What follows belongs to an exercise in optimizing a design on an open flow for small area, a short achievable clock period and few clock cycles; a production flow would make more cautious choices. No run shown here included a check of the RTL's function; only the layout flow was run. Power is estimated from default activity; no workload was simulated.

**design/flow/config.mk**
```make
export PLATFORM = sky130hd
export DESIGN_NAME = usb_audio_unpack_volume
export DESIGN_NICKNAME = usb_audio_unpack_volume
export VERILOG_FILES = /design/flow/design.v
export SDC_FILE = /design/flow/constraint.sdc
export NUM_CORES = 4
export LEC_CHECK = 0
export CAP_MARGIN = 20
export CORE_MARGIN = 2
export CORE_UTILIZATION = 40
export SETUP_SLACK_MARGIN = 5
export SLEW_MARGIN = 20
```
**design/flow/constraint.sdc**
```tcl
create_clock -name core_clock -period 10.0 [get_ports {clk}]
set_input_delay 2.0000 -clock core_clock [delete_from_list [all_inputs] [get_ports {clk}]]
set_output_delay 2.0000 -clock core_clock [all_outputs]
set_load 0.01 [all_outputs]
```
**design/flow/design.v**
```verilog
`timescale 1ns / 1ps
`default_nettype none
package uavol_pkg;
  localparam int VOLUME_STEPS = 101;
  localparam int GAIN_IDX_W   = $clog2(VOLUME_STEPS);
  localparam int GAIN_W       = 30;
  localparam int GAIN_SHIFT   = 29;
  localparam logic [1:0] CFG_RESOLUTION   = 2'd0;
  localparam logic [1:0] CFG_LEFT_VOLUME  = 2'd1;
  localparam logic [1:0] CFG_RIGHT_VOLUME = 2'd2;
  localparam logic [1:0] RES_16   = 2'd0;
  localparam logic [1:0] RES_24   = 2'd1;
  localparam logic [1:0] RES_32   = 2'd2;
  localparam logic [1:0] RES_NONE = 2'd3;
  typedef logic [GAIN_W-1:0] gain_t;
  function automatic gain_t gain_table(input logic [GAIN_IDX_W-1:0] idx);
    gain_t g;
    case (idx)
      7'd0: g = 30'h20000000;
      7'd1: g = 30'h1c8520af;
      7'd2: g = 30'h196b230b;
      7'd3: g = 30'h16a77dea;
      7'd4: g = 30'h1430cd74;
      7'd5: g = 30'h11feb33c;
      7'd6: g = 30'h1009b9cf;
      7'd7: g = 30'h0e4b3b63;
      7'd8: g = 30'h0cbd4b3f;
      7'd9: g = 30'h0b5aa19b;
      7'd10: g = 30'h0a1e89b1;
      7'd11: g = 30'h0904d1bd;
      7'd12: g = 30'h0809bcc3;
      7'd13: g = 30'h0729f5d9;
      7'd14: g = 30'h066284d5;
      7'd15: g = 30'h05b0c438;
      7'd16: g = 30'h05125831;
      7'd17: g = 30'h04852697;
      7'd18: g = 30'h04074fcb;
      7'd19: g = 30'h03972853;
      7'd20: g = 30'h03333333;
      7'd21: g = 30'h02da1cde;
      7'd22: g = 30'h028ab6b4;
      7'd23: g = 30'h0243f2fd;
      7'd24: g = 30'h0204e158;
      7'd25: g = 30'h01ccab86;
      7'd26: g = 30'h019a9294;
      7'd27: g = 30'h016dec56;
      7'd28: g = 30'h0146211f;
      7'd29: g = 30'h0122a9c2;
      7'd30: g = 30'h01030dc4;
      7'd31: g = 30'h00e6e1c6;
      7'd32: g = 30'h00cdc613;
      7'd33: g = 30'h00b76562;
      7'd34: g = 30'h00a373ae;
      7'd35: g = 30'h0091ad38;
      7'd36: g = 30'h0081d59e;
      7'd37: g = 30'h0073b70f;
      7'd38: g = 30'h00672194;
      7'd39: g = 30'h005bea6e;
      7'd40: g = 30'h0051eb85;
      7'd41: g = 30'h004902e3;
      7'd42: g = 30'h00411245;
      7'd43: g = 30'h0039feb2;
      7'd44: g = 30'h0033b022;
      7'd45: g = 30'h002e1127;
      7'd46: g = 30'h00290ea8;
      7'd47: g = 30'h002497a2;
      7'd48: g = 30'h00209ce9;
      7'd49: g = 30'h001d10f9;
      7'd50: g = 30'h0019e7c6;
      7'd51: g = 30'h00171693;
      7'd52: g = 30'h001493ce;
      7'd53: g = 30'h001256f0;
      7'd54: g = 30'h0010585e;
      7'd55: g = 30'h000e9152;
      7'd56: g = 30'h000cfbc3;
      7'd57: g = 30'h000b924e;
      7'd58: g = 30'h000a5028;
      7'd59: g = 30'h0009310b;
      7'd60: g = 30'h00083126;
      7'd61: g = 30'h00074d16;
      7'd62: g = 30'h000681d3;
      7'd63: g = 30'h0005ccab;
      7'd64: g = 30'h00052b36;
      7'd65: g = 30'h00049b50;
      7'd66: g = 30'h00041b10;
      7'd67: g = 30'h0003a8c3;
      7'd68: g = 30'h000342e4;
      7'd69: g = 30'h0002e818;
      7'd70: g = 30'h0002972d;
      7'd71: g = 30'h00024f0e;
      7'd72: g = 30'h00020ec7;
      7'd73: g = 30'h0001d57e;
      7'd74: g = 30'h0001a26f;
      7'd75: g = 30'h000174ee;
      7'd76: g = 30'h00014c60;
      7'd77: g = 30'h0001283b;
      7'd78: g = 30'h00010804;
      7'd79: g = 30'h0000eb4d;
      7'd80: g = 30'h0000d1b7;
      7'd81: g = 30'h0000bae8;
      7'd82: g = 30'h0000a695;
      7'd83: g = 30'h00009477;
      7'd84: g = 30'h00008452;
      7'd85: g = 30'h000075ee;
      7'd86: g = 30'h0000691b;
      7'd87: g = 30'h00005dad;
      7'd88: g = 30'h0000537d;
      7'd89: g = 30'h00004a68;
      7'd90: g = 30'h00004251;
      7'd91: g = 30'h00003b1b;
      7'd92: g = 30'h000034ad;
      7'd93: g = 30'h00002ef3;
      7'd94: g = 30'h000029d7;
      7'd95: g = 30'h0000254b;
      7'd96: g = 30'h0000213c;
      7'd97: g = 30'h00001d9f;
      7'd98: g = 30'h00001a66;
      7'd99: g = 30'h00001787;
      7'd100: g = 30'h000014f8;
      default: g = 30'h000014f8;
    endcase
    gain_table = g;
  endfunction
  function automatic logic [GAIN_IDX_W-1:0] gain_index(input logic [15:0] vol);
    logic [7:0] cand;
    cand = {1'b0, ~vol[14:8]} + {7'd0, vol[7:0] == 8'd0};
    if (!vol[15]) begin
      gain_index = '0;
    end else if (cand > 8'(VOLUME_STEPS - 1)) begin
      gain_index = GAIN_IDX_W'(VOLUME_STEPS - 1);
    end else begin
      gain_index = cand[GAIN_IDX_W-1:0];
    end
  endfunction
endpackage
`default_nettype wire
`timescale 1ns / 1ps
`default_nettype none
module uavol_unpack (
  input  wire logic                 clk,
  input  wire logic                 rst_n,
  input  wire logic                 in_valid,
  input  wire logic                 in_stall,
  input  wire logic [7:0]           in_data_byte,
  input  wire logic                 in_last_byte,
  input  wire logic                 cfg_wr_en,
  input  wire logic [1:0]           cfg_index,
  input  wire logic [15:0]          cfg_data,
  output logic                      emit,         
  output logic                      emit_ahead,   
  output logic                      left_ahead,   
  output logic [31:0]               frm_left,
  output logic [31:0]               frm_right,
  output logic                      frm_last,
  output logic [1:0]                frm_res_l,    
  output logic [1:0]                frm_res_r,
  output logic [6:0]                idx_l,        
  output logic [6:0]                idx_r
);
  logic [1:0]  res_r, res_nxt;
  logic [6:0]  idx_l_r, idx_r_r;
  logic [6:0]  cfg_idx;
  logic [2:0]  byte_pos_r, byte_pos_nxt;
  logic [23:0] partial_r, partial_nxt;
  logic [31:0] held_left_r, held_left_nxt;
  logic [1:0]  held_res_r, held_res_nxt;
  logic        accept;
  logic        unsupported;
  logic [1:0]  k;
  logic        second;
  logic        sample_done;
  logic [2:0]  pos_inc;
  logic [31:0] w_join;
  logic [31:0] w_sample;
  function automatic logic [6:0] pos_decode(input logic [1:0] res, input logic [2:0] p);
    case ({res, p})
      5'd0 : pos_decode = {2'd0, 1'b0, 1'b0, 3'd1};
      5'd1 : pos_decode = {2'd1, 1'b0, 1'b1, 3'd2};
      5'd2 : pos_decode = {2'd0, 1'b1, 1'b0, 3'd3};
      5'd3 : pos_decode = {2'd1, 1'b1, 1'b1, 3'd0};
      5'd4 : pos_decode = {2'd0, 1'b0, 1'b0, 3'd1};
      5'd5 : pos_decode = {2'd0, 1'b0, 1'b0, 3'd1};
      5'd6 : pos_decode = {2'd0, 1'b0, 1'b0, 3'd1};
      5'd7 : pos_decode = {2'd0, 1'b0, 1'b0, 3'd1};
      5'd8 : pos_decode = {2'd0, 1'b0, 1'b0, 3'd1};
      5'd9 : pos_decode = {2'd1, 1'b0, 1'b0, 3'd2};
      5'd10: pos_decode = {2'd2, 1'b0, 1'b1, 3'd3};
      5'd11: pos_decode = {2'd0, 1'b1, 1'b0, 3'd4};
      5'd12: pos_decode = {2'd1, 1'b1, 1'b0, 3'd5};
      5'd13: pos_decode = {2'd2, 1'b1, 1'b1, 3'd0};
      5'd14: pos_decode = {2'd0, 1'b0, 1'b0, 3'd1};
      5'd15: pos_decode = {2'd0, 1'b0, 1'b0, 3'd1};
      5'd16: pos_decode = {2'd0, 1'b0, 1'b0, 3'd1};
      5'd17: pos_decode = {2'd1, 1'b0, 1'b0, 3'd2};
      5'd18: pos_decode = {2'd2, 1'b0, 1'b0, 3'd3};
      5'd19: pos_decode = {2'd3, 1'b0, 1'b1, 3'd4};
      5'd20: pos_decode = {2'd0, 1'b1, 1'b0, 3'd5};
      5'd21: pos_decode = {2'd1, 1'b1, 1'b0, 3'd6};
      5'd22: pos_decode = {2'd2, 1'b1, 1'b0, 3'd7};
      5'd23: pos_decode = {2'd3, 1'b1, 1'b1, 3'd0};
      default: pos_decode = {2'd0, 1'b0, 1'b0, 3'd0};   
    endcase
  endfunction
  assign accept = in_valid && !in_stall;
  always_comb begin
    res_nxt = res_r;
    if (cfg_wr_en && cfg_index == uavol_pkg::CFG_RESOLUTION) res_nxt = cfg_data[1:0];
  end
  assign cfg_idx = uavol_pkg::gain_index(cfg_data);
  always_ff @(posedge clk) begin
    if (!rst_n) begin
      res_r   <= uavol_pkg::RES_16;
      idx_l_r <= '0;
      idx_r_r <= '0;
    end else begin
      res_r <= res_nxt;
      if (cfg_wr_en && cfg_index == uavol_pkg::CFG_LEFT_VOLUME)  idx_l_r <= cfg_idx;
      if (cfg_wr_en && cfg_index == uavol_pkg::CFG_RIGHT_VOLUME) idx_r_r <= cfg_idx;
    end
  end
  always_comb begin
    unsupported = (res_r == uavol_pkg::RES_NONE);
    {k, second, sample_done, pos_inc} = pos_decode(res_r, byte_pos_r);
    w_join      = {8'd0, partial_r} | ({24'd0, in_data_byte} << {k, 3'd0});
    w_sample    = w_join;
    emit        = accept && !unsupported && sample_done && second;
  end
  always_comb begin
    byte_pos_nxt  = byte_pos_r;
    partial_nxt   = partial_r;
    held_left_nxt = held_left_r;
    held_res_nxt  = held_res_r;
    if (accept) begin
      byte_pos_nxt = pos_inc;
      if (unsupported || sample_done || in_last_byte) begin
        partial_nxt = '0;
      end else if (k == 2'd0) begin
        partial_nxt = {16'd0, in_data_byte};
      end else begin
        partial_nxt = partial_r | ({16'd0, in_data_byte} << {k, 3'd0});
      end
      if (!unsupported && sample_done && !second) begin
        held_left_nxt = w_sample;
        held_res_nxt  = res_r;
      end
      if (in_last_byte) begin
        byte_pos_nxt = 3'd0;
      end
    end
  end
  always_ff @(posedge clk) begin
    if (!rst_n) begin
      byte_pos_r  <= '0;
      partial_r   <= '0;
      held_left_r <= '0;
      held_res_r  <= '0;
    end else begin
      byte_pos_r  <= byte_pos_nxt;
      partial_r   <= partial_nxt;
      held_left_r <= held_left_nxt;
      held_res_r  <= held_res_nxt;
    end
  end
  logic [1:0] k_ahead;
  logic       second_ahead;
  logic       done_ahead;
  logic [2:0] pos_ahead;
  always_comb begin
    {k_ahead, second_ahead, done_ahead, pos_ahead} = pos_decode(res_nxt, byte_pos_nxt);
    emit_ahead = done_ahead && second_ahead;
    left_ahead = done_ahead && !second_ahead;
  end
  assign frm_res_l  = held_res_r;
  assign frm_res_r  = res_r;
  assign frm_left   = held_left_r;
  assign frm_right  = w_sample;
  assign frm_last   = in_last_byte;
  assign idx_l      = idx_l_r;
  assign idx_r      = idx_r_r;
endmodule
`default_nettype wire
`timescale 1ns / 1ps
`default_nettype none
module uavol_scale (
  input  wire logic               clk,
  input  wire logic               rst_n,
  input  wire logic               load,
  input  wire logic [31:0]        frm_left,
  input  wire logic [31:0]        frm_right,
  input  wire logic               frm_last,
  input  wire logic [1:0]         frm_res_l,
  input  wire logic [1:0]         frm_res_r,
  input  wire logic [6:0]         idx_l,
  input  wire logic [6:0]         idx_r,
  output logic                    free_ahead,   
  output logic                    held_free_ahead,  
  output logic                    out_valid,
  input  wire logic               out_stall,
  output logic signed [31:0]      out_left_sample,
  output logic signed [31:0]      out_right_sample,
  output logic                    out_last_frame
);
  logic                  full_r, full_nxt;
  logic                  first_r;               
  logic [2:0]            rem_l_r, rem_l_nxt;    
  logic [2:0]            rem_r_r, rem_r_nxt;
  logic [1:0]            pos_l_r;               
  logic [31:0]           buf_r_r;
  logic [6:0]            idx_r_r;               
  uavol_pkg::gain_t      gain_r;                
  logic [11:0]           dig_r;                 
  logic                  last_r;
  logic                  out_valid_r, out_valid_nxt;
  logic [31:0]           out_left_r;
  logic                  out_last_r;
  logic                  hold;
  logic                  step;
  logic                  step_l, step_r;
  logic                  switch;
  logic                  done;
  uavol_pkg::gain_t      rom_gain;
  logic [8:0]            left_window;
  function automatic logic [2:0] booth(input logic [2:0] b);
    booth = {b[2], (b[2] & ~b[1] & ~b[0]) | (~b[2] & b[1] & b[0]), b[1] ^ b[0]};
  endfunction
  function automatic logic [11:0] booth4(input logic [8:0] w);
    booth4 = {booth(w[8:6]), booth(w[6:4]), booth(w[4:2]), booth(w[2:0])};
  endfunction
  function automatic logic [31:0] urow(input logic [2:0] d, input uavol_pkg::gain_t g);
    logic [30:0] m;
    m    = ({31{d[0]}} & {1'b0, g}) | ({31{d[1]}} & {g, 1'b0});
    urow = {~d[2], m ^ {31{d[2]}}};
  endfunction
  function automatic logic [79:0] mac(input logic [39:0] s, input logic [39:0] c,
                                      input logic n3, input logic first,
                                      input logic [11:0] d, input uavol_pkg::gain_t g);
    logic [39:0] sh, ch, u0, u1, u2, u3, s1a, c1a, s1b, c1b, s2, c2, so, co;
    logic [9:0]  low;
    logic [1:0]  c8;
    low = {2'b0, s[7:0]} + {2'b0, c[7:0]} + {3'b0, n3, 6'b0};
    c8  = first ? 2'b0 : low[9:8];
    sh  = first ? 40'h0080000000 : {8'b0, s[39:8]};
    ch  = first ? 40'h0 : {8'b0, c[39:8]};
    u0  = {8'b01010101, urow(d[2:0], g)};
    u1  = {6'b0, urow(d[5:3], g), c8[1], d[2]};
    u2  = {4'b0, urow(d[8:6], g), 1'b0, d[5], 2'b0};
    u3  = {2'b0, urow(d[11:9], g), 1'b0, d[8], 4'b0};
    s1a = u0 ^ u1 ^ u2;
    c1a = {(u0[38:0] & u1[38:0] | u0[38:0] & u2[38:0] | u1[38:0] & u2[38:0]), c8[0]};
    s1b = u3 ^ sh ^ ch;
    c1b = {(u3[38:0] & sh[38:0] | u3[38:0] & ch[38:0] | sh[38:0] & ch[38:0]), 1'b0};
    s2  = s1a ^ c1a ^ s1b;
    c2  = {(s1a[38:0] & c1a[38:0] | s1a[38:0] & s1b[38:0] | c1a[38:0] & s1b[38:0]), 1'b0};
    so  = s2 ^ c2 ^ c1b;
    co  = {(s2[38:0] & c2[38:0] | s2[38:0] & c1b[38:0] | c2[38:0] & c1b[38:0]), 1'b0};
    mac = {so, co};
  endfunction
  logic [39:0] sum_r, car_r;        
  logic        n3_r;
  logic        pend_l_r, pend_r_r;   
  logic [31:0] out_right_r;
  logic [36:0] result;
  assign result = sum_r[36:0] + car_r[36:0] + {30'd0, n3_r, 6'd0};
  assign hold   = out_valid_r && out_stall;
  assign step   = full_r && !hold;
  assign step_l = step && rem_l_r != 3'd0;
  assign step_r = step && rem_l_r == 3'd0;
  assign switch = step_l && rem_l_r == 3'd1;
  assign done   = step_r && rem_r_r == 3'd1;
  always_comb begin
    full_nxt      = load || (full_r && !done);
    rem_l_nxt     = load ? {1'b0, frm_res_l} + 3'd2 : (step_l ? rem_l_r - 3'd1 : rem_l_r);
    rem_r_nxt     = load ? {1'b0, frm_res_r} + 3'd2 : (step_r ? rem_r_r - 3'd1 : rem_r_r);
    out_valid_nxt = pend_r_r || hold;
  end
  assign free_ahead      = !full_nxt || (rem_l_nxt == 3'd0 && rem_r_nxt[2:1] == 2'd0 && !out_valid_nxt);
  assign held_free_ahead = !full_nxt || rem_l_nxt[2:1] == 2'd0 || (rem_l_nxt == 3'd2 && !out_valid_nxt);
  always_comb begin
    case (pos_l_r)
      2'd1:    left_window = frm_left[15:7];
      2'd2:    left_window = frm_left[23:15];
      default: left_window = frm_left[31:23];
    endcase
  end
  assign rom_gain = uavol_pkg::gain_table((full_r && rem_l_r == 3'd1) ? idx_r_r : idx_l);
  always_ff @(posedge clk) begin
    if (!rst_n) begin
      full_r      <= 1'b0;
      out_valid_r <= 1'b0;
      pend_l_r    <= 1'b0;
      pend_r_r    <= 1'b0;
    end else begin
      full_r      <= full_nxt;
      out_valid_r <= out_valid_nxt;
      if (!hold) begin
        pend_l_r <= switch;
        pend_r_r <= done;
      end
    end
  end
  always_ff @(posedge clk) begin
    rem_l_r <= rem_l_nxt;
    rem_r_r <= rem_r_nxt;
    if (load) begin
      buf_r_r <= frm_right;
      idx_r_r <= idx_r;
      last_r  <= frm_last;
    end else if (step_r) begin
      buf_r_r <= {8'd0, buf_r_r[31:8]};
    end
    if (load)        pos_l_r <= 2'd1;
    else if (step_l) pos_l_r <= pos_l_r + 2'd1;
    if (load || switch) gain_r <= rom_gain;
    if (load)        dig_r <= booth4({frm_left[7:0], 1'b0});
    else if (switch) dig_r <= booth4({buf_r_r[7:0], 1'b0});
    else if (step_l) dig_r <= booth4(left_window);
    else if (step_r) dig_r <= booth4(buf_r_r[15:7]);
    if (load || switch) first_r <= 1'b1;
    else if (step)      first_r <= 1'b0;
    if (step) begin
      {sum_r, car_r} <= mac(sum_r, car_r, n3_r, first_r, dig_r, gain_r);
      n3_r           <= dig_r[11];
    end
    if (pend_l_r && !hold) out_left_r  <= result[36:5];
    if (pend_r_r && !hold) out_right_r <= result[36:5];
    if (done) out_last_r <= last_r;
  end
  assign out_valid        = out_valid_r;
  assign out_left_sample  = out_left_r;
  assign out_right_sample = out_right_r;
  assign out_last_frame   = out_last_r;
endmodule
`default_nettype wire
`timescale 1ns / 1ps
`default_nettype none
module usb_audio_unpack_volume (
  input  wire logic               clk,
  input  wire logic               rst_n,
  input  wire logic               in_valid,
  output logic                    in_stall,
  input  wire logic [7:0]         in_data_byte,
  input  wire logic               in_last_byte,
  output logic                    out_valid,
  input  wire logic               out_stall,
  output logic signed [31:0]      out_left_sample,
  output logic signed [31:0]      out_right_sample,
  output logic                    out_last_frame,
  input  wire logic               cfg_wr_en,
  input  wire logic [1:0]         cfg_index,
  input  wire logic [15:0]        cfg_data
);
  logic             in_stall_r;
  logic             emit;
  logic             emit_ahead;
  logic             left_ahead;
  logic             free_ahead;
  logic             held_free_ahead;
  logic [31:0]      frm_left;
  logic [31:0]      frm_right;
  logic             frm_last;
  logic [1:0]       frm_res_l;
  logic [1:0]       frm_res_r;
  logic [6:0]       idx_l;
  logic [6:0]       idx_r;
  always_ff @(posedge clk) begin
    if (!rst_n) begin
      in_stall_r <= 1'b0;
    end else begin
      in_stall_r <= emit_ahead && !free_ahead || left_ahead && !held_free_ahead;
    end
  end
  assign in_stall = in_stall_r;
  uavol_unpack u_unpack (
    .clk          (clk),
    .rst_n        (rst_n),
    .in_valid     (in_valid),
    .in_stall     (in_stall_r),
    .in_data_byte (in_data_byte),
    .in_last_byte (in_last_byte),
    .cfg_wr_en    (cfg_wr_en),
    .cfg_index    (cfg_index),
    .cfg_data     (cfg_data),
    .emit         (emit),
    .emit_ahead   (emit_ahead),
    .left_ahead   (left_ahead),
    .frm_left     (frm_left),
    .frm_right    (frm_right),
    .frm_last     (frm_last),
    .frm_res_l    (frm_res_l),
    .frm_res_r    (frm_res_r),
    .idx_l        (idx_l),
    .idx_r        (idx_r)
  );
  uavol_scale u_scale (
    .clk              (clk),
    .rst_n            (rst_n),
    .load             (emit),
    .frm_left         (frm_left),
    .frm_right        (frm_right),
    .frm_last         (frm_last),
    .frm_res_l        (frm_res_l),
    .frm_res_r        (frm_res_r),
    .idx_l            (idx_l),
    .idx_r            (idx_r),
    .free_ahead       (free_ahead),
    .held_free_ahead  (held_free_ahead),
    .out_valid        (out_valid),
    .out_stall        (out_stall),
    .out_left_sample  (out_left_sample),
    .out_right_sample (out_right_sample),
    .out_last_frame   (out_last_frame)
  );
endmodule
`default_nettype wire
```
**design/flow/flow/run.sh**
```bash
#!/bin/bash
set -euo pipefail
bash standard.sh SETUP_SLACK_MARGIN=6.5 finish > standard_make.log 2>&1
```
**design/flow/standard.sh**
```bash
#!/bin/bash
# synth_recipe.tcl (not shown) runs the flow's synth.tcl, then flattens the netlist and writes it again
# the make line also repeats each setting of config.mk as NAME=value (left out here)
make -C /OpenROAD-flow-scripts/flow DESIGN_CONFIG=/design/flow/config.mk WORK_HOME=/design/flow/orfs CLKGATE_MAP_FILE= SYNTH_SCRIPT=/design/flow/synth_recipe.tcl "${@:-finish}"
```
==> results of run 1 <==
[how the worst max path moves through the flow]
stage | cells after the start | end | slack [ns]
after CTS | 14 | u_unpack.idx_r_r[4]$_SDFFE_PN0P_ | 6.07
final | 14 | u_unpack.idx_r_r[4]$_SDFFE_PN0P_ | 6.06
after global routing | 14 | u_unpack.idx_r_r[4]$_SDFFE_PN0P_ | 5.85
after global placement | 12 | in_stall_r$_SDFF_PN0_ | 4.37
after detailed placement | 12 | in_stall_r$_SDFF_PN0_ | 4.29
after floorplan | 10 | in_stall_r$_SDFF_PN0_ | 5.28
[critical path, delay by kind of cell]
| kind | cells | cell delay, ns |
|---|---|---|
| compound gates | 4 | 0.61 |
| buf+inv | 1 | 0.09 |
| xor+xnor | 1 | 0.10 |
| fa+ha+maj | 2 | 0.30 |
| simple gates | 6 | 1.36 |
[registers in the layout (all words and copies together), names as in the netlist, 7 cells and up]
register and cells:
u_unpack.idx_r_r 7, u_scale.idx_r_r 7, u_unpack.partial_r 24, u_unpack.held_left_r 32, u_scale.dig_r 12, u_scale.out_right_r 32
u_scale.buf_r_r 32, u_scale.sum_r 36, u_scale.out_left_r 32, u_scale.car_r 37, u_unpack.idx_l_r 7, u_scale.gain_r 30
[per-layer routing]
| layer | part of all wire | wire length, um |
|---|---|---|
| met1 | 0.43 | 29000 |
| met2 | 0.46 | 31200 |
| met3 | 0.070 | 4680 |
| met4 | 0.036 | 2410 |
| met5 | 0 | 0 |
[cells by family after synthesis]
family | count (synthesis)
flip-flops | 319
AND/OR/NAND/NOR | 690
AO/OA/AOI/OAI | 701
adder cells (fa/ha/maj) | 240
XOR/XNOR | 179
buffers and inverters | 374
multiplexers | 19
[per-stage QoR]
step	hold slack (ns)	utilization	setup WS (ns)
2_1_floorplan	0.400	-	5.28
3_3_place_gp	0.413	0.432	4.37
3_5_place_dp	0.416	0.432	4.29
4_1_cts	0.430	0.465	6.07
5_1_grt	0.437	0.475	5.85
6_report	0.426	0.475	6.06
[area by class of cell]
class,count,area share
Multi-Input combinational cell,1830,0.513
Inverter,173,0.0245
Clock buffer,51,0.0378
Timing Repair Buffer,180,0.0702
Clock inverter,17,0.00701
Tap cell,765,0.0348
Sequential cell,319,0.313
[power breakdown]
part	switching (mW)	internal, mW
sequential	0.00995	1.42
clock	0.576	0.769
combinational	0.189	0.113
[placed cells by master (no fill, tap or decap), types with 12 or more instances in the layout]
| cell type | n |
|---|---|
| nand3_1 | 40 |
| clkdlybuf4s50_1 | 80 |
| fa_1 | 121 |
| nand2_1 | 303 |
| buf_4 | 54 |
| a22oi_1 | 152 |
| a31oi_1 | 29 |
| a211oi_1 | 22 |
| inv_1 | 166 |
| edfxtp_1 | 222 |
| and3_1 | 14 |
| nor2_1 | 136 |
| dfxtp_1 | 96 |
| a21o_1 | 13 |
| clkbuf_16 | 41 |
| o211ai_1 | 28 |
| o211a_1 | 25 |
| xnor2_1 | 153 |
| nand3b_1 | 12 |
| a21boi_0 | 13 |
| ha_1 | 104 |
| xor2_1 | 22 |
| a21oi_1 | 160 |
| o22ai_1 | 15 |
| nor3_1 | 40 |
| o21ai_0 | 128 |
| nor2b_1 | 50 |
| and2_1 | 17 |
[repair_timing]
item / in CTS / in global routing
hold endpoints to repair: 0 / 0
setup buffers: 17 / 27
setup endpoints to repair: 238 / 112
hold buffers: 0 / 0
pin swaps: 21 / 17
cloned: 5 / 3
resized for setup: 112 / 63
==> reports/metrics.cfg, run 1 <==
[logic_synthesis]
synth_mux_area_frac=0.00874
yosysTopAreaCell=edfxtp_1
yosys.area.top_type_share=0.284
synth_area_leaders=edfxtp_1 (28%), fa_1 (10%), dfxtp_1 (8.3%), ha_1 (6.3%), xnor2_1 (5.9%)
async_reset_ff_frac=0
synth_xor_area_frac=0.0668
syn_nets=2793
synth.avg_cell_area_sq_um=9.31
synth_compound_area_frac=0.197
yosys_warnings=3
ys_seq_area_frac=0.367
synth_area_sq_mm=0.0235
synth_edf_count=222
yosys.area_share.simple=0.133
synthFlopType=edfxtp_1
synth_fa_ha_area_frac=0.166
yosysMostFrequentCell=nand2_1
synth-seq-cells=319
synth_cells=2522
synth_top_family_by_area=compound AO/OA/AOI/OAI gates
synthTopCellsByCount=nand2_1 (313), edfxtp_1 (222), inv_1 (169)
synth_cell_type_count=74

[layout]
final_cells=3335
multi_input_area_sq_mm=0.0141
post_route_cells_drive_above_1_share=0.102
syn2layout_area_growth_pct=17.1
fillCellCount=5470
fin_area_sq_mm=0.0275
diodes=0
seqCellArea_sq_mm=0.00861
layout.nets=2812

[routing]
drt-total-wl_mm=67.3
drt_first_pass_iters=8
ant_nets=0
vias=19252
via_per_inst=5.77
drt_iter0_drc=2090
drc=0
wl_per_cell_um=20.2

[global_routing]
grt_usage=0.216
grt_pass1_vias=18437
grt_use_met3=0.0319
met2_usage=0.345
overflow=0
grt_max_degree=90
grt-busiest-layer=met2
antenna_found_initial=0
grt_first_pass_wirelength_mm=105
use_met1=0.296

[critical_path]
reg2reg_from=u_scale.sum_r[3]$_DFFE_PP_
crit_top_cell=ha_4
arrival_ns=4.45
critPathLaunchType=input port
path_max_fanout=8
regToRegSetupSlack_ns=6.56
end_kind=flop
crit_path_max_incr_delay_ns=0.59
cp.required_ns=10.51
cp-startpoint=cfg_data[2]
reg2reg_to=u_scale.out_right_r[25]$_DFFE_PP_
crit_chain=buf_6 -> or4_4 -> nor2_4 -> ha_4 -> ha_4 -> nor3b_4 -> xnor2_2 -> o31ai_1 -> a21oi_1 -> nor2_1 -> o21ai_2 -> nor2b_4 -> nand3_2 -> a21boi_1
worst_r2r_path_depth=11
crit_slowest_cell=or4_4
worstSetupPathType=in2reg

[placement]
dp_hpwl_mm=45.0
dpl-instance-area_sq_mm=0.0250
place_congestion=0.998
dpl.cell_count=3210
io_buffers=98

[floorplan]
core_sq_mm=0.0579
io_pins=99
die_x_um=246
die_area_sq_mm=0.0607
fp.dieH_um=246
fp-row-count=88
start_util=0.405

[clocking]
cts_tree=built
cts_root_buffer=clkbuf_16
clock_latency_ns=0.58
clk_transition_reported_paths_ns=0.06
clock_sinks=319
cts_made_buffers=37
htree_levels=2
clockBufferDepth=3

[sta]
worst_pin_slew_ns=0.821
tns_ns=0
fin_crit_ns=3.94
finalClockSkew_ns=0.0319
hold_violations=0
fin_crit_sh=0.394
drv_slew=0
rsz0062_at_grt=true
fmax_mhz=254
slew_headroom=0.450
setup_violations=0

[power]
irDropWorstVdd_v=0.0000942
leakagePower_nw=10.7
p_per_area_mw_per_mm2=112
finalPower_mw=3.08

[worst_hold_path]
min_from=u_scale.last_r$_DFFE_PP_
whs_path_depth=0
hold_path.class=reg2reg
holdPathEnd=u_scale.out_last_r$_DFFE_PP_

[run]
maxCapViolCount=0

[run_status]
outcome=finished clean

==> run 2: changes to the inputs <==
--- a/design/flow/design.v
+++ b/design/flow/design.v
@@ -122,14 +122,18 @@
     gain_table = g;
   endfunction
   function automatic logic [GAIN_IDX_W-1:0] gain_index(input logic [15:0] vol);
-    logic [7:0] cand;
-    cand = {1'b0, ~vol[14:8]} + {7'd0, vol[7:0] == 8'd0};
+    logic [6:0] n;
+    logic       z;
+    logic       big;
+    n   = ~vol[14:8];
+    z   = vol[7:0] == 8'd0;
+    big = n[6] & n[5] & (n[4] | n[3] | n[2]) | (n == 7'd99) & z;   
     if (!vol[15]) begin
       gain_index = '0;
-    end else if (cand > 8'(VOLUME_STEPS - 1)) begin
+    end else if (big) begin
       gain_index = GAIN_IDX_W'(VOLUME_STEPS - 1);
     end else begin
-      gain_index = cand[GAIN_IDX_W-1:0];
+      gain_index = n + {6'd0, z};
     end
   endfunction
 endpackage
@@ -147,8 +151,11 @@
   input  wire logic [1:0]           cfg_index,
   input  wire logic [15:0]          cfg_data,
   output logic                      emit,         
-  output logic                      emit_ahead,   
-  output logic                      left_ahead,   
+  output logic                      emit_here,    
+  output logic                      e_acc,
+  output logic                      l_acc,
+  output logic                      e_no,
+  output logic                      l_no,
   output logic [31:0]               frm_left,
   output logic [31:0]               frm_right,
   output logic                      frm_last,
@@ -223,7 +230,8 @@
     {k, second, sample_done, pos_inc} = pos_decode(res_r, byte_pos_r);
     w_join      = {8'd0, partial_r} | ({24'd0, in_data_byte} << {k, 3'd0});
     w_sample    = w_join;
-    emit        = accept && !unsupported && sample_done && second;
+    emit_here   = !unsupported && sample_done && second;
+    emit        = accept && emit_here;
   end
   always_comb begin
     byte_pos_nxt  = byte_pos_r;
@@ -261,14 +269,19 @@
       held_res_r  <= held_res_nxt;
     end
   end
-  logic [1:0] k_ahead;
-  logic       second_ahead;
-  logic       done_ahead;
-  logic [2:0] pos_ahead;
+  function automatic logic ends_frame(input logic [1:0] res, input logic [2:0] p);
+    ends_frame = res != uavol_pkg::RES_NONE && p == {res, 1'b1} + 3'd2;
+  endfunction
+  function automatic logic ends_left(input logic [1:0] res, input logic [2:0] p);
+    ends_left = res != uavol_pkg::RES_NONE && p == {1'b0, res} + 3'd1;
+  endfunction
+  logic res_wr;
   always_comb begin
-    {k_ahead, second_ahead, done_ahead, pos_ahead} = pos_decode(res_nxt, byte_pos_nxt);
-    emit_ahead = done_ahead && second_ahead;
-    left_ahead = done_ahead && !second_ahead;
+    res_wr = cfg_wr_en && cfg_index == uavol_pkg::CFG_RESOLUTION;
+    e_acc  = res_wr ? pos_inc[0] && pos_inc[2:1] != 2'd0       : ends_frame(res_r, pos_inc);
+    l_acc  = res_wr ? pos_inc[2] == 1'b0 && pos_inc[1:0] != 2'd0 : ends_left(res_r, pos_inc);
+    e_no   = res_wr ? byte_pos_r[0] && byte_pos_r[2:1] != 2'd0  : ends_frame(res_r, byte_pos_r);
+    l_no   = res_wr ? byte_pos_r[2] == 1'b0 && byte_pos_r[1:0] != 2'd0 : ends_left(res_r, byte_pos_r);
   end
   assign frm_res_l  = held_res_r;
   assign frm_res_r  = res_r;
@@ -292,8 +305,8 @@
   input  wire logic [1:0]         frm_res_r,
   input  wire logic [6:0]         idx_l,
   input  wire logic [6:0]         idx_r,
-  output logic                    free_ahead,   
-  output logic                    held_free_ahead,  
+  output logic                    free_ahead,
+  output logic                    held_free_ahead,
   output logic                    out_valid,
   input  wire logic               out_stall,
   output logic signed [31:0]      out_left_sample,
@@ -302,8 +315,8 @@
 );
   logic                  full_r, full_nxt;
   logic                  first_r;               
-  logic [2:0]            rem_l_r, rem_l_nxt;    
-  logic [2:0]            rem_r_r, rem_r_nxt;
+  logic [2:0]            rem_l_r;               
+  logic [2:0]            rem_r_r;
   logic [1:0]            pos_l_r;               
   logic [31:0]           buf_r_r;
   logic [6:0]            idx_r_r;               
@@ -361,20 +374,30 @@
   logic [31:0] out_right_r;
   logic [36:0] result;
   assign result = sum_r[36:0] + car_r[36:0] + {30'd0, n3_r, 6'd0};
-  assign hold   = out_valid_r && out_stall;
-  assign step   = full_r && !hold;
-  assign step_l = step && rem_l_r != 3'd0;
-  assign step_r = step && rem_l_r == 3'd0;
-  assign switch = step_l && rem_l_r == 3'd1;
-  assign done   = step_r && rem_r_r == 3'd1;
+  logic last_pos;     
+  logic boundary;     
+  assign last_pos = rem_l_r == 3'd0 && rem_r_r == 3'd1;
+  assign boundary = !full_r || last_pos;
+  assign hold     = out_valid_r && out_stall;
+  assign step     = full_r && !hold;
+  assign step_l   = step && rem_l_r != 3'd0;
+  assign step_r   = step && rem_l_r == 3'd0;
+  assign switch   = step_l && rem_l_r == 3'd1;
+  assign done     = step && last_pos;
   always_comb begin
     full_nxt      = load || (full_r && !done);
-    rem_l_nxt     = load ? {1'b0, frm_res_l} + 3'd2 : (step_l ? rem_l_r - 3'd1 : rem_l_r);
-    rem_r_nxt     = load ? {1'b0, frm_res_r} + 3'd2 : (step_r ? rem_r_r - 3'd1 : rem_r_r);
     out_valid_nxt = pend_r_r || hold;
   end
-  assign free_ahead      = !full_nxt || (rem_l_nxt == 3'd0 && rem_r_nxt[2:1] == 2'd0 && !out_valid_nxt);
-  assign held_free_ahead = !full_nxt || rem_l_nxt[2:1] == 2'd0 || (rem_l_nxt == 3'd2 && !out_valid_nxt);
+  always_comb begin
+    logic fa_h, hfa_h, fa_s, hfa_s;
+    fa_h  = !full_r;
+    hfa_h = !full_r || rem_l_r[2:1] == 2'd0;
+    fa_s  = boundary || (rem_l_r[2:1] == 2'd0 &&
+                         (rem_l_r[0] ? rem_r_r[2:1] == 2'd0 : rem_r_r <= 3'd2) && !pend_r_r);
+    hfa_s = boundary || rem_l_r <= 3'd2 || (rem_l_r == 3'd3 && !pend_r_r);
+    free_ahead      = hold ? fa_h  : fa_s;
+    held_free_ahead = hold ? hfa_h : hfa_s;
+  end
   always_comb begin
     case (pos_l_r)
       2'd1:    left_window = frm_left[15:7];
@@ -399,24 +422,22 @@
     end
   end
   always_ff @(posedge clk) begin
-    rem_l_r <= rem_l_nxt;
-    rem_r_r <= rem_r_nxt;
+    if (load || step_l) rem_l_r <= boundary ? {1'b0, frm_res_l} + 3'd2 : rem_l_r - 3'd1;
+    if (load || step_r) rem_r_r <= boundary ? {1'b0, frm_res_r} + 3'd2 : rem_r_r - 3'd1;
+    if (load || step_l) pos_l_r <= boundary ? 2'd1 : pos_l_r + 2'd1;
+    if (load || step_r) buf_r_r <= boundary ? frm_right : {8'd0, buf_r_r[31:8]};
     if (load) begin
-      buf_r_r <= frm_right;
       idx_r_r <= idx_r;
       last_r  <= frm_last;
-    end else if (step_r) begin
-      buf_r_r <= {8'd0, buf_r_r[31:8]};
     end
-    if (load)        pos_l_r <= 2'd1;
-    else if (step_l) pos_l_r <= pos_l_r + 2'd1;
-    if (load || switch) gain_r <= rom_gain;
-    if (load)        dig_r <= booth4({frm_left[7:0], 1'b0});
-    else if (switch) dig_r <= booth4({buf_r_r[7:0], 1'b0});
-    else if (step_l) dig_r <= booth4(left_window);
-    else if (step_r) dig_r <= booth4(buf_r_r[15:7]);
-    if (load || switch) first_r <= 1'b1;
-    else if (step)      first_r <= 1'b0;
+    if (!full_r || !hold && (rem_l_r == 3'd1 || last_pos)) gain_r <= rom_gain;
+    if (load || step) begin
+      if (boundary)              dig_r <= booth4({frm_left[7:0], 1'b0});
+      else if (rem_l_r == 3'd1)  dig_r <= booth4({buf_r_r[7:0], 1'b0});
+      else if (rem_l_r != 3'd0)  dig_r <= booth4(left_window);
+      else                       dig_r <= booth4(buf_r_r[15:7]);
+      first_r <= boundary || rem_l_r == 3'd1;
+    end
     if (step) begin
       {sum_r, car_r} <= mac(sum_r, car_r, n3_r, first_r, dig_r, gain_r);
       n3_r           <= dig_r[11];
@@ -451,10 +472,11 @@
 );
   logic             in_stall_r;
   logic             emit;
-  logic             emit_ahead;
-  logic             left_ahead;
+  logic             emit_here;
+  logic             e_acc, l_acc, e_no, l_no;
   logic             free_ahead;
   logic             held_free_ahead;
+  logic             accept;
   logic [31:0]      frm_left;
   logic [31:0]      frm_right;
   logic             frm_last;
@@ -466,10 +488,12 @@
     if (!rst_n) begin
       in_stall_r <= 1'b0;
     end else begin
-      in_stall_r <= emit_ahead && !free_ahead || left_ahead && !held_free_ahead;
+      if (accept) in_stall_r <= !emit_here && (e_acc && !free_ahead || l_acc && !held_free_ahead);
+      else        in_stall_r <= e_no && !free_ahead || l_no && !held_free_ahead;
     end
   end
   assign in_stall = in_stall_r;
+  assign accept   = in_valid && !in_stall_r;
   uavol_unpack u_unpack (
     .clk          (clk),
     .rst_n        (rst_n),
@@ -481,8 +505,11 @@
     .cfg_index    (cfg_index),
     .cfg_data     (cfg_data),
     .emit         (emit),
-    .emit_ahead   (emit_ahead),
-    .left_ahead   (left_ahead),
+    .emit_here    (emit_here),
+    .e_acc        (e_acc),
+    .l_acc        (l_acc),
+    .e_no         (e_no),
+    .l_no         (l_no),
     .frm_left     (frm_left),
     .frm_right    (frm_right),
     .frm_last     (frm_last),
==> run 2 against run 1 <==
Maximum frequency grew 14%. Utilization fell by 1.3 points. Non-clock buffer count decreased by 24. Area after synthesis up 0.63%. Highest routed layer unchanged. Critical path depth shrank 9. Final area is 1.5% lower. First-iteration DRC count decreased by 32%.
==> reports/metrics.cfg, run 2 <==
[critical_path]
worst_r2r_path_depth=12
worstSetupPathType=in2reg
critical_path.top_delay_family=buffers and inverters
worst-path-stages=5
path_max_fanout=35
reg2reg_from=u_scale.rem_l_r[1]$_DFFE_PP_
end_kind=flop
critPathLaunchType=input port
crit_chain=clkdlybuf4s50_1 -> nand2b_2 -> or3_1 -> o21ai_4 -> buf_6
regToRegSetupSlack_ns=6.59
reg2reg_to=u_scale.gain_r[9]$_DFFE_PP_
arrival_ns=3.69
cp_num_buf_inv=2
crit_slowest_cell=or3_1
cp.required_ns=10.22
crit_path_max_incr_delay_ns=0.56

[logic_synthesis]
synth_cell_type_count=89
yosysTopAreaCell=edfxtp_1
synthFlopType=edfxtp_1
synth_cells=2524
synth_area_sq_mm=0.0236
syn_nets=2800
yosysMostFrequentCell=nor2_1
synth.avg_cell_area_sq_um=9.36
synthTopCellsByCount=nor2_1 (237), nand2_1 (234), edfxtp_1 (230)
synth_area_leaders=edfxtp_1 (29%), fa_1 (10%), dfxtp_1 (6.9%), ha_1 (6.6%), xnor2_1 (5.6%)
synth_edf_count=230
yosys.area.top_type_share=0.292
async_reset_ff_frac=0
yosys_warnings=3
ys_seq_area_frac=0.362
synth-seq-cells=312

[global_routing]
overflow=0
antenna_found_initial=0
grt_usage=0.243
grt_first_pass_wirelength_mm=114
grt_pass1_vias=19358
grt_max_degree=82

[power]
internal_power_mw=2.52
comb_power_share=0.142
clockPowerShare=0.427
irDropWorstVdd_v=0.000108
leakagePower_nw=10.1
p_seq_frac=0.431
p_per_area_mw_per_mm2=126
p_sw_uw=900
power_switching_share=0.264

[routing]
ant_nets=0
vias=19338
drt-total-wl_mm=74.9
via_per_inst=5.82
drc=0
wl_per_cell_um=22.5
drt_first_pass_iters=6
drt_iter0_drc=1411

[worst_hold_path]
min_from=u_scale.last_r$_DFFE_PP_
holdPathEnd=u_scale.out_last_r$_DFFE_PP_
whs_path_depth=0
hold_path.class=reg2reg

[placement]
dpl-instance-area_sq_mm=0.0251
dp_hpwl_mm=52.9
io_buffers=98
place_congestion=0.997

[clocking]
htree_levels=2
cts_tree=built
cts_made_buffers=39
clock_sinks=312
clk_transition_reported_paths_ns=0.06
cts_hold_buf=0
clockBufferDepth=3
clock_latency_ns=0.56
cts_root_buffer=clkbuf_16

[sta]
slew_headroom=0.342
fin_crit_ns=3.47
finalClockSkew_ns=0.0148
setup_violations=0
worst_pin_slew_ns=0.986
fin_crit_sh=0.347
rsz0062_at_grt=true
tns_ns=0
hold_violations=0
drv_slew=0
fmax_mhz=288

[layout]
fillCellCount=5588
multi_input_area_sq_mm=0.0141
diodes=0
final_cell_mix=edfxtp_1 (230), nand2_1 (226), nor2_1 (225)
syn2layout_area_growth_pct=14.7
fin_area_sq_mm=0.0271
mostFrequentLayoutCell=edfxtp_1
layout.nets=2794
post_route_cells_drive_above_1_share=0.0871
seqCellArea_sq_mm=0.00855
largest_register_ffs=37

[run_status]
outcome=finished clean

[floorplan]
core_sq_mm=0.0587
die_area_sq_mm=0.0610
fp-row-count=89
start_util=0.403
fp.dieH_um=247
die_x_um=247
io_pins=99

[run]
maxCapViolCount=0

==> run 2: changes by cell type in the layout (fill, tap and decap cells not counted), sizes merged, moves of 14 or more <==
cell    change
o21ai      -30
o211a      -22
a21oi      +14
nor2b      -23
a211oi     +29
a21boi     -21
nor2       +94
buf        -23
dfxtp      -15
nand2      -79
==> run 2: power by group through the flow <==
stage / Sequential [mW] / Clock (mW) / Combinational (mW)
final: 1.47 / 1.46 / 0.485
after global placement: 1.50 / 0 / 0.463
after floorplan: 1.47 / 0 / 0.357
after global routing: 1.47 / 1.54 / 0.557
after detailed placement: 1.50 / 0 / 0.479
after CTS: 1.47 / 1.50 / 0.484
==> run 2: per-stage QoR <==
| stage | instances | power [mW] | setup WS, ns | hold slack [ns] | util |
|---|---|---|---|---|---|
| final | 3321 | 3.41 | 6.53 | 0.429 | 0.462 |
| after global routing | 3321 | 3.57 | 6.42 | 0.431 | 0.462 |
| after CTS | 3315 | 3.45 | 6.50 | 0.429 | 0.457 |
| after detailed placement | 3216 | 1.98 | 4.93 | 0.418 | 0.427 |
| after global placement | 3215 | 1.96 | 5.11 | 0.406 | 0.427 |
| after floorplan | 2524 | 1.82 | 6.23 | 0.400 | - |
==> run 2: cell families after synthesis <==
logic type / count (synthesis) / synth area share
AO/OA/AOI/OAI: 708 / 0.199
AND/OR/NAND/NOR: 670 / 0.128
buffers and inverters: 378 / 0.0625
flip-flops: 312 / 0.362
adder cells (fa/ha/maj): 246 / 0.168
XOR/XNOR: 185 / 0.0686
multiplexers: 25 / 0.0120
==> run 2: worst max path at each step <==
stage | startpoint | end
5_1_grt | u_scale.rem_l_r[1]$_DFFE_PP_ | u_scale.gain_r[12]$_DFFE_PP_
2_1_floorplan | cfg_data[2] | u_unpack.idx_l_r[5]$_SDFFE_PN0P_
4_1_cts | in_valid | u_scale.buf_r_r[4]$_DFFE_PP_
6_report | in_valid | u_scale.buf_r_r[3]$_DFFE_PP_
3_3_place_gp | u_scale.rem_l_r[1]$_DFFE_PP_ | u_scale.gain_r[7]$_DFFE_PP_
3_5_place_dp | u_scale.rem_l_r[1]$_DFFE_PP_ | u_scale.gain_r[14]$_DFFE_PP_
==> run 2: layout make-up <==
type,instances,area share
repair buffers,156,0.0572
inverters,172,0.0244
clock buffers,52,0.0393
repair inverters,1,0.000185
clock inverters,19,0.00900
flip-flops and latches,312,0.315
well taps,773,0.0357
multi-input cells,1836,0.519
==> run 2: per-layer routing <==
metal,track usage,wire length [um],vias to the layer above,part of all wire
met3,0.0329,4390,210,0.059
met1,0.306,30800,9393,0.41
li1,-,-,8959,-
met5,0,0,-,0
met4,0.110,3500,0,0.047
met2,0.413,36200,776,0.48
==> run 2: what timing repair did <==
| item | CTS | global route |
|---|---|---|
| pin swaps | 12 | 10 |
| endpoints found under the hold margin | 0 | 0 |
| resized for setup | 62 | 55 |
| buffers inserted | 25 | 3 |
| gates cloned | 3 | 0 |
| setup endpoints to repair | 147 | 226 |
==> run 3: changes to the inputs <==
==> design/flow/flow/run.sh (replaced) <==
#!/bin/bash
set -euo pipefail
bash standard.sh SETUP_SLACK_MARGIN=7 finish > standard_make.log 2>&1
==> run 3 against run 2 <==
Cell count grew 3.6%. Sequential power is essentially flat. Clock power is essentially flat. Clock-buffer cell count shrank 10. Largest power group is now the clock network. Global-route usage grew 0.58 points. Flip-flop and latch count is the same.
==> reports/metrics.cfg, run 3 <==
[run_status]
outcome=finished clean

[logic_synthesis]
synthTopCellsByCount=nor2_1 (237), nand2_1 (234), edfxtp_1 (230)
yosys_warnings=3
syn_nets=2800
synthFlopType=edfxtp_1
synth_area_leaders=edfxtp_1 (29%), fa_1 (10%), dfxtp_1 (6.9%), ha_1 (6.6%), xnor2_1 (5.6%)
ys_seq_area_frac=0.362
async_reset_ff_frac=0
synth_cells=2524
synth_cell_type_count=89
synth-seq-cells=312
synth_edf_count=230
yosysTopAreaCell=edfxtp_1
yosys.area.top_type_share=0.292
yosysMostFrequentCell=nor2_1
synth_area_sq_mm=0.0236
synth.avg_cell_area_sq_um=9.36

[clocking]
cts_made_buffers=39
cts_root_buffer=clkbuf_16
htree_levels=2
clk_transition_reported_paths_ns=0.07
clock_latency_ns=0.57
clock_sinks=312
clockBufferDepth=3
cts_tree=built

[placement]
dp_slack_ns=5.38
place_congestion=0.993
dpl.cell_count=3216
dp_hpwl_mm=51.0
io_buffers=98

[floorplan]
start_util=0.403
die_area_sq_mm=0.0610
core_sq_mm=0.0587
io_pins=99
fp.dieH_um=247
die_x_um=247
fp-row-count=89

[global_routing]
grt_max_degree=82
grt-busiest-layer=met2
grt_pass1_vias=19912
grt_usage=0.248
use_met1=0.311
grt_use_met3=0.0433
overflow=0
grt_first_pass_wirelength_mm=117
met2_usage=0.415
antenna_found_initial=0

[routing]
drt-total-wl_mm=77.3
drt_iter0_drc=1627
via_per_inst=5.83
ant_nets=0
vias=20035
drt_first_pass_iters=6
wl_per_cell_um=22.5
drc=0

[layout]
syn2layout_area_growth_pct=23.1
final_cell_mix=edfxtp_1 (230), nor2_1 (215), nand2_1 (208)
diodes=0
mostFrequentLayoutCell=edfxtp_1
final_cells=3439
seqCellArea_sq_mm=0.00856
layout.nets=2911
post_route_cells_drive_above_1_share=0.206
multi_input_area_sq_mm=0.0150
fillCellCount=5429
largest_register_ffs=37
fin_util=0.496

[critical_path]
worstSetupPathType=in2reg
worst_r2r_path_depth=11
end_kind=flop
reg2reg_from=u_scale.car_r[3]$_DFFE_PP_
reg2reg_to=u_scale.sum_r[2]$_DFFE_PP_
crit_chain=buf_6 -> or4_4 -> nor2_4 -> ha_4 -> nand3_4 -> or4b_4 -> nand3_2 -> o21ai_1 -> and2_1
critPathLaunchType=input port
crit_slowest_cell=or4_4
cp.required_ns=10.46
arrival_ns=3.81
crit_path_max_incr_delay_ns=0.54
regToRegSetupSlack_ns=6.78
path_max_fanout=2
cp-startpoint=cfg_data[3]

[sta]
slew_headroom=0.327
drv_slew=0
tns_ns=0
rsz0062_at_grt=true
layout_setup_ws_ns=6.65
finalClockSkew_ns=0.0307
fin_crit_sh=0.335
hold_violations=0
setup_violations=0
fmax_mhz=298
worst_pin_slew_ns=1.01
fin_crit_ns=3.35

[power]
p_per_area_mw_per_mm2=120
leakagePower_nw=11.1
irDropWorstVdd_v=0.000132
finalPower_mw=3.49

[worst_hold_path]
hold_path.class=reg2reg
holdPathEnd=u_scale.idx_r_r[0]$_DFFE_PP_
min_from=u_unpack.idx_r_r[0]$_SDFFE_PN0P_
whs_path_depth=0

[run]
maxCapViolCount=0

-- run 3: cell counts after synthesis --
Identical to the previous run, type by type.
-- run 3: worst max path at each step --
stage | end
floorplan | u_unpack.idx_l_r[5]$_SDFFE_PN0P_
global placement | u_scale.gain_r[14]$_DFFE_PP_
detailed placement | u_scale.gain_r[8]$_DFFE_PP_
CTS | u_unpack.idx_l_r[5]$_SDFFE_PN0P_
global route | u_unpack.idx_l_r[5]$_SDFFE_PN0P_
finish | u_unpack.idx_l_r[5]$_SDFFE_PN0P_
-- run 3: report_power, final --
part | internal, mW | total [mW] | switching [mW]
clock | 0.908 | 1.49 | 0.583
combinational | 0.221 | 0.530 | 0.309
sequential | 1.43 | 1.47 | 0.0334
total | 2.56 | 3.49 | 0.925
-- run 3: cells by family (layout without fill, tap and decap cells) --
family / count (synthesis) / count (layout) / synth area share
AND/OR/NAND/NOR: 670 / 672 / 0.128
XOR/XNOR: 185 / 185 / 0.0686
adder cells (fa/ha/maj): 246 / 246 / 0.168
flip-flops: 312 / 312 / 0.362
AO/OA/AOI/OAI: 708 / 708 / 0.199
multiplexers: 25 / 25 / 0.0120
buffers and inverters: 378 / 518 / 0.0625
-- run 3: timing repair --
item | 4_1_cts | 5_1_grt
endpoints found under the setup margin | 493 | 219
pin swaps | 50 | 60
resized for setup | 455 | 174
setup buffers | 85 | 57
hold buffers | 0 | 0
gates cloned | 9 | 0
-- run 3: metrics by stage --
| stage | hold WS, ns | cell area [sq um] |
|---|---|---|
| floorplan | 0.400 | 24000 |
| global placement | 0.409 | 25200 |
| detailed placement | 0.416 | 25200 |
| CTS | 0.421 | 27900 |
| global route | 0.436 | 29100 |
| finish | 0.417 | 29100 |
-- run 3: area by class of cell --
type / instances / area share
Clock buffer: 42 / 0.0343
Clock inverter: 30 / 0.0121
Inverter: 172 / 0.0233
Multi-Input combinational cell: 1836 / 0.515
Sequential cell: 312 / 0.294
Tap cell: 773 / 0.0333
Timing Repair Buffer: 273 / 0.0875
Timing Repair inverter: 1 / 0.000258
-- run 3: per-layer routing --
metal  routed length [um]  up-vias
met3                 5710      212
li1                     -     9202
met1                30800     9729
met5                    0        -
met4                 4050        0
met2                36700      892
-- run 3: critical path, delay by kind of cell --
kind / cells / cell delay [ns]
and+or+nand+nor: 6 / 1.50
AOI/OAI and AO/OA: 1 / 0.06
buffers and inverters: 1 / 0.09
adders and majority gates: 1 / 0.16
==> run 4: changes to the inputs <==
==> design/flow/flow/run.sh (replaced) <==
#!/bin/bash
set -euo pipefail
bash standard.sh SETUP_SLACK_MARGIN=7 "BUFFER_PORTS_ARGS=-buffer_cell sky130_fd_sc_hd__buf_1" finish > standard_make.log 2>&1
==> run 4 against run 3 <==
Clock-buffer cell count grew 7. First-iteration DRC count grew 21%. Die area is the same. Routed wire length shrank 0.85%. Non-clock buffer count shrank 8. Largest cell class unchanged. Clock skew grew 0.0029 ns.
==> reports/metrics.cfg, run 4 <==
[run_status]
outcome=finished clean

[critical_path]
end_kind=flop
worstSetupPathType=in2reg
arrival_ns=3.78
path_max_fanout=3
crit_chain=buf_1 -> or4_4 -> nor2_4 -> ha_4 -> nand3_4 -> or4b_4 -> nand3_2 -> o21ai_1 -> and2_1
critical_path.top_delay_family=simple AND/OR/NAND/NOR gates
crit_path_max_incr_delay_ns=0.54
cp_num_buf_inv=1
critPathLaunchType=input port
crit_slowest_cell=or4_4
cp.required_ns=10.45

[layout]
largest_register_ffs=37
final_cell_mix=edfxtp_1 (230), nor2_1 (211), nand2_1 (210)
diodes=0
syn2layout_area_growth_pct=21.8
layout.nets=2902
mostFrequentLayoutCell=edfxtp_1
post_route_cells_drive_above_1_share=0.200

[logic_synthesis]
ys_seq_area_frac=0.362
synth.avg_cell_area_sq_um=9.36
yosysMostFrequentCell=nor2_1
synth_area_leaders=edfxtp_1 (29%), fa_1 (10%), dfxtp_1 (6.9%), ha_1 (6.6%), xnor2_1 (5.6%)
synthTopCellsByCount=nor2_1 (237), nand2_1 (234), edfxtp_1 (230)
synth_cells=2524
yosys.area.top_type_share=0.292
synth_cell_type_count=89
synth-seq-cells=312
synth_area_sq_mm=0.0236
synthFlopType=edfxtp_1
syn_nets=2800
synth_edf_count=230
yosysTopAreaCell=edfxtp_1
async_reset_ff_frac=0
yosys_warnings=3

[sta]
fmax_mhz=300
hold_violations=0
slew_headroom=0.338
setup_violations=0
drv_slew=0
worst_pin_slew_ns=0.993
rsz0062_at_grt=true
tns_ns=0
fin_crit_sh=0.333
whs_ns=0.423
fin_crit_ns=3.33
finalClockSkew_ns=0.0336

[floorplan]
fp.dieH_um=247
start_util=0.403
die_x_um=247
core_sq_mm=0.0587
io_pins=99
die_area_sq_mm=0.0610
fp-row-count=89

[placement]
dp_hpwl_mm=50.2
io_buffers=98
place_congestion=1.03

[power]
p_per_area_mw_per_mm2=119
leakagePower_nw=11.0
comb_power_share=0.152
internal_power_mw=2.51
p_sw_uw=911
p_seq_frac=0.430
irDropWorstVdd_v=0.000138
power_switching_share=0.267
clockPowerShare=0.418

[clocking]
clockBufferDepth=3
htree_levels=2
clock_sinks=312
cts_tree=built
clock_latency_ns=0.56
cts_made_buffers=38
cts_root_buffer=clkbuf_16
clk_transition_reported_paths_ns=0.07

[global_routing]
grt_max_degree=82
antenna_found_initial=0
grt_first_pass_wirelength_mm=115
grt_pass1_vias=19649
overflow=0
grt_usage=0.241

[routing]
via_per_inst=5.89
wl_per_cell_um=22.4
drt_iter0_drc=1976
vias=20189
drt-total-wl_mm=76.6
drt_first_pass_iters=6
ant_nets=0
drc=0

[worst_hold_path]
hold_path.class=reg2reg

[run]
maxCapViolCount=0

## run 4: cell counts after synthesis
No cell type changed its count.
## run 4: cell type report
cell class | instances | area (sq um)
clock inverters | 20 | 221
well taps | 773 | 967
clock buffers | 49 | 1060
repair buffers | 265 | 2300
flip-flops and latches | 312 | 8560
multi-input cells | 1835 | 15000
repair inverters | 2 | 15.0
fillers | 5416 | 29900
inverters | 172 | 677
## run 4: power by group through the flow
stage | clock network (mW) | logic, mW | registers (mW)
floorplan | 0 | 0.361 | 1.47
global placement | 0 | 0.454 | 1.50
detailed placement | 0 | 0.472 | 1.50
CTS | 1.46 | 0.489 | 1.47
global route | 1.51 | 0.590 | 1.47
finish | 1.43 | 0.519 | 1.47
## run 4: worst reg2reg max path, cell delays in order, from the launching register on
cell and delay, ns:
edfxtp_1 0.41, ha_4 0.19, fa_2 0.56, a41oi_4 0.14
a2111oi_4 0.36, buf_4 0.21, o2111ai_4 0.17, a311oi_4 0.38
a21o_1 0.29, a21oi_2 0.10, xnor2_1 0.14
## run 4: cells by family (layout without fill, tap and decap cells)
group	after synthesis	count (layout)	share of synthesized area
AO/OA/AOI/OAI	708	708	0.199
multiplexers	25	25	0.0120
flip-flops	312	312	0.362
adder cells (fa/ha/maj)	246	246	0.168
XOR/XNOR	185	185	0.0686
AND/OR/NAND/NOR	670	671	0.128
buffers and inverters	378	508	0.0625
## run 4: what timing repair did
item	CTS	global route
setup buffers	64	68
resized for setup	152	235
setup endpoints to repair	343	208
hold buffers	0	0
pin swaps	28	71
gates cloned	4	8
## run 4: layer usage
layer / vias to the layer above / track usage / routed length [um]
li1: 9185 / - / -
met4: 0 / 0.106 / 3790
met3: 271 / 0.0387 / 5910
met1: 9740 / 0.307 / 30600
met2: 993 / 0.403 / 36400
met5: - / 0 / 0
## run 4: metrics by stage
step / power, mW / setup slack (ns) / utilization / instance area, sq um / cells
floorplan: 1.83 / 6.23 / - / 24000 / 2524
global placement: 1.95 / 5.53 / 0.419 / 24600 / 3215
detailed placement: 1.97 / 5.64 / 0.419 / 24600 / 3215
CTS: 3.42 / 6.69 / 0.464 / 27200 / 3352
global route: 3.57 / 6.61 / 0.491 / 28800 / 3428
finish: 3.42 / 6.67 / 0.491 / 28800 / 3428
## run 4: path summary, 6_finish.rpt
path	startpoint	end	slack [ns]	depth (start not counted)
max	cfg_data[6]	u_unpack.idx_l_r[5]$_SDFFE_PN0P_	6.67	9
min	u_scale.last_r$_DFFE_PP_	u_scale.out_last_r$_DFFE_PP_	0.42	0
max reg2reg	u_scale.sum_r[3]$_DFFE_PP_	u_scale.out_right_r[31]$_DFFE_PP_	6.78	10
min reg2reg	u_scale.last_r$_DFFE_PP_	u_scale.out_last_r$_DFFE_PP_	0.42	0

==> separate check: timing with driven ports <==
In the flow no input, the clock included, has a driving cell. The finished layouts below were timed again as built, in two steps. Step 1 sets driving cells, clkbuf_16 on the clock port and buf_2 on the other inputs (assumed; they add their load-dependent delay and slew). Step 2 moves the port delays by t, midway between the first and last clock arrival at a register: inputs arrive t later, outputs are due t later. That takes back most of the time a late clock gives input paths. Three values: no drivers, after step 1, after step 2; two values: the first two.
run | t (ns) | slack for setup (ns) | pins driven straight from the clock port
run 1 | 0.625 | 6.057 / 6.085 / 5.460 | 1
run 2 | 0.615 | 6.528 / 6.493 / 5.949 | 1
run 3 | 0.611 | 6.645 / 6.668 / 6.056 | 1
run 4 | 0.601 | 6.671 / 6.708 / 6.107 | 1
After both steps setup and hold are still met in every run listed. The setup slack of run 1, which loses most, moves by +0.028 ns with the drivers and by -0.597 ns with both steps.
